Source: an optimization exercise on an open RTL-to-GDS flow (aim: small area, a short achievable clock period and few clock cycles per item). Production flows keep margins and buffers that such runs may drop. Only simulation tests tie the RTL to the original design; equivalence was not proved. Power and IR drop assume default switching activity.

==> flow/design.v <==
module zigzag_rle (
  input  logic       clk,
  input  logic       reset,
  input  logic [8:0] dctq,
  input  logic       dctq_valid,
  input  logic [5:0] addr,
  output logic       hold,
  output logic [5:0] rle_run,
  output logic [8:0] rle_level,
  output logic       rle_eob,
  output logic       rle_valid,
  input  logic       rle_ready,
  output logic       overflow
);
  localparam logic [383:0] ZZ =
    384'hffedefdbdf35ba77e6b74efacec95e5cf59d92bcb9e31aa371538718d51b8a9c2885a4cc1442d2660611283089408040;
  logic [8:0]  mem [0:63];      
  logic        q0_v, blk, full;
  logic [5:0]  q0_a;
  logic [7:0]  q0_hi, q0_lo;    
  logic [8:0]  q0_d;
  logic        commit, blk_end, load, ld_ok;
  logic [63:0] pend;            
  logic [63:0] pend_r;          
  logic [63:0] nz;              
  logic [5:0]  an;              
  logic        q0_vn, blk_n, full_n;
  logic        room;            
  genvar g;
  generate
    for (g = 0; g < 64; g++) begin : g_map
      assign pend_r[ZZ[6*g +: 6]] = pend[g];
      if (g == 63) begin : g_last
        assign nz[g] = full ? |mem[63] : |q0_d;
      end else begin : g_other
        assign nz[g] = |mem[ZZ[6*g +: 6]];
      end
    end
  endgenerate
  assign commit  = q0_v & ~hold;
  assign blk_end = commit & q0_hi[7] & q0_lo[7];
  assign load    = ld_ok & room & (full | blk_end);
  assign an      = hold ? q0_a : addr;
  assign q0_vn   = hold | dctq_valid;
  assign blk_n   = load ? (an != 6'd0)
                        : (hold ? pend_r[q0_a] : pend_r[addr]);
  assign full_n  = (full | blk_end) & ~load;
  always_ff @(posedge clk) begin
    for (int r = 0; r < 64; r++)
      if (commit && q0_hi[r / 8] && q0_lo[r % 8]) mem[r] <= q0_d;
    if (!hold) begin
      q0_a <= addr;
      for (int i = 0; i < 8; i++) begin
        q0_hi[i] <= addr[5:3] == 3'(i);
        q0_lo[i] <= addr[2:0] == 3'(i);
      end
      q0_d <= dctq;
    end
  end
  logic        eob_due;
  logic        sel_v;           
  logic [7:0]  sel_g, sel_l;    
  logic [7:0]  grp, gfirst, lfirst, glow;
  logic [63:0] lower;           
  always_comb begin
    for (int j = 0; j < 8; j++)
      grp[j] = |pend[8*j +: 8];
    for (int j = 0; j < 8; j++) begin
      glow[j] = 1'b0;
      for (int m = 0; m < j; m++)
        glow[j] = glow[j] | grp[m];
      gfirst[j] = grp[j] & ~glow[j];
    end
    for (int k = 0; k < 64; k++) begin
      lower[k] = glow[k / 8];
      for (int m = 8 * (k / 8); m < k; m++)
        lower[k] = lower[k] | pend[m];
    end
    lfirst = 8'd0;
    for (int j = 0; j < 8; j++)
      for (int i = 0; i < 8; i++)
        lfirst[i] = lfirst[i] | (pend[8*j + i] & ~lower[8*j + i]);
  end
  logic       e1_v, e2_v, e1_eob, e2_eob;
  logic [5:0] e1_run, e2_run;
  logic [8:0] e1_level, e2_level;
  logic       rv;                  
  logic       s0, s1, s2, le2, le3, deq;
  assign deq = rle_valid & rle_ready;
  assign s0  = ~sel_v & ~rv;
  assign s1  = sel_v ^ rv;
  assign s2  = sel_v & rv;
  assign le2 = (s0 & ~e2_v) | (s1 & ~e1_v) | (s2 & ~rle_valid);
  assign le3 = s0 | (s1 & ~e2_v) | (s2 & ~e1_v);
  assign room = deq ? le3 : le2;
  logic       slot_empty, eob_now;
  assign slot_empty = ~|sel_g;
  assign eob_now    = sel_v & slot_empty & eob_due;
  always_ff @(posedge clk) begin
    if (reset) begin
      q0_v     <= 1'b0;
      blk      <= 1'b0;
      hold     <= 1'b0;
      full     <= 1'b0;
      overflow <= 1'b0;
      pend     <= 64'd0;
      ld_ok    <= 1'b0;
      eob_due  <= 1'b0;
      sel_v    <= 1'b0;
    end else begin
      if (dctq_valid && hold) overflow <= 1'b1;
      q0_v <= q0_vn;
      blk  <= blk_n;
      full <= full_n;
      hold <= q0_vn & (blk_n | full_n);
      sel_v <= room;
      pend <= (pend & (lower | {64{~room}})) |
              ({64{load}} & nz & ~64'd1);
      if (eob_now) eob_due <= 1'b0;
      if (load)    eob_due <= 1'b1;
      ld_ok <= ~load & (~eob_due | eob_now);
    end
  end
  always_ff @(posedge clk) begin
    sel_g   <= gfirst | {7'd0, load};
    sel_l   <= lfirst | {7'd0, load};
  end
  logic [8:0] rd_level, byte_lv [0:7];
  logic [5:0] rd_run, p_o, sel_k;    
  logic [8:0] r_level;
  logic [5:0] r_run;
  logic       r_eob;
  always_comb begin
    sel_k = 6'd0;
    for (int j = 0; j < 8; j++) begin
      if (sel_g[j]) sel_k[5:3] = sel_k[5:3] | 3'(j);
      if (sel_l[j]) sel_k[2:0] = sel_k[2:0] | 3'(j);
    end
    rd_level = 9'd0;
    for (int j = 0; j < 8; j++) begin
      byte_lv[j] = 9'd0;
      for (int i = 0; i < 8; i++)
        if (sel_l[i]) byte_lv[j] = byte_lv[j] | mem[ZZ[6*(8*j + i) +: 6]];
      if (sel_g[j]) rd_level = rd_level | byte_lv[j];
    end
    rd_run = slot_empty ? 6'd0 : sel_k + ~p_o;
  end
  always_ff @(posedge clk) begin
    if (reset)                     p_o <= 6'd63;
    else if (sel_v && !slot_empty) p_o <= sel_k;
    else if (eob_now)              p_o <= 6'd63;
    r_level <= rd_level;
    r_run   <= rd_run;
    r_eob   <= slot_empty;
  end
  always_ff @(posedge clk) begin
    if (reset) begin
      rv        <= 1'b0;
      rle_valid <= 1'b0;
      e1_v      <= 1'b0;
      e2_v      <= 1'b0;
    end else begin
      rv <= sel_v & (~slot_empty | eob_due);
      if (deq) begin
        rle_valid <= e1_v | rv;
        e1_v      <= e2_v | (e1_v & rv);
        e2_v      <= e2_v & rv;
      end else begin
        rle_valid <= rle_valid | rv;
        e1_v      <= e1_v | (rle_valid & rv);
        e2_v      <= e2_v | (e1_v & rv);
      end
    end
  end
  always_ff @(posedge clk) begin
    if (deq ? e1_v : !rle_valid) begin
      rle_eob   <= deq ? e1_eob   : r_eob;
      rle_run   <= deq ? e1_run   : r_run;
      rle_level <= deq ? e1_level : r_level;
    end else if (deq) begin
      rle_eob   <= r_eob;
      rle_run   <= r_run;
      rle_level <= r_level;
    end
    if (deq ? e2_v : !e1_v) begin
      e1_eob   <= deq ? e2_eob   : r_eob;
      e1_run   <= deq ? e2_run   : r_run;
      e1_level <= deq ? e2_level : r_level;
    end else if (deq) begin
      e1_eob   <= r_eob;
      e1_run   <= r_run;
      e1_level <= r_level;
    end
    if (deq || !e2_v) begin
      e2_eob   <= r_eob;
      e2_run   <= r_run;
      e2_level <= r_level;
    end
  end
endmodule
clock: 5.0 ns
lec_check: 0
abc_clock_period_in_ps: 2500
cap_margin: 20
core_margin: 2
core_utilization: 40
cts_cluster_diameter: 80
cts_cluster_size: 20
setup_slack_margin: 2.5
slew_margin: 20
tns_end_percent: 10
run.sh (not shown) runs the stock make flow with config.mk's settings and CLKGATE_MAP_FILE= SYNTH_SCRIPT=/design/flow/synth_recipe.tcl, a recipe that flattens the netlist after the stock synthesis.
Testbench counts at the start, summed over its fixed seeds: cycles 26,026, blocks 384.
Then changed:
- CTS_CLUSTER_DIAMETER: 80 -> default
- CTS_CLUSTER_SIZE: 20 -> default
- TNS_END_PERCENT: 10 -> 0
=>
- The changed run finished clean
- clock power is higher by about 50%
- final area is higher by 3.5%
- sequential share of layout area is lower by 2.2 points
Then changed:
- TNS_END_PERCENT: 0 -> default
Result: First-iteration DRC count climbs by a few percent. Power went down slightly. Hold slack gets better by 11 ps. Routed wire length came out higher by a few percent. Global-route usage climbs by 0.23 points. Sequential power is about the same. Non-clock buffer count went up by 12. Cell area goes up slightly. Die area is unchanged. Setup slack gains 120 ps. Register-to-register slack improves by 120 ps.
Then changed:
- CORE_UTILIZATION: 40 -> 55
- PLACE_DENSITY: default -> 0.7
- TNS_END_PERCENT: default -> 10
- The changed run finished with timing, DRC and antenna clean
- design area fell by a few percent
- worst hold slack is worse by 33 ps
- clock power shrinks by a few percent

-- static timing again, ports no longer ideal --
The flow's constraints put no driver on any port. The routed layouts listed below were extracted and timed again, unchanged, in two steps.
Step 1, drivers: a clkbuf_16 drives clk and a buf_2 each remaining input, both assumed.
Step 2, shift: input delay + t, output delay - t, t = (earliest + latest rising clock arrival at the registers) / 2. This alone moves slack from input paths to output paths.
Three values: ideal ports, drivers, drivers and shift; two values: the first two.
run | t, ns | slack for setup (ns) | worst setup path after step 2 | slew at the worst register clock pin (ns)
the first run | 0.671 | 2.394 / 2.394 / 1.934 | input to register | 0.09 / 0.09
the second run | 0.703 | 2.331 / 2.331 / 1.791 | input to register | 0.06 / 0.06
the third run | 0.708 | 2.455 / 2.455 / 1.911 | input to register | 0.07 / 0.07
the fourth run | 0.674 | 2.337 / 2.337 / 1.749 | input to register | 0.07 / 0.07
After both steps every run listed still meets setup and hold. The setup slack of the fourth run, which loses most, moves by 0.000 ns with the drivers and by -0.588 ns with both steps.
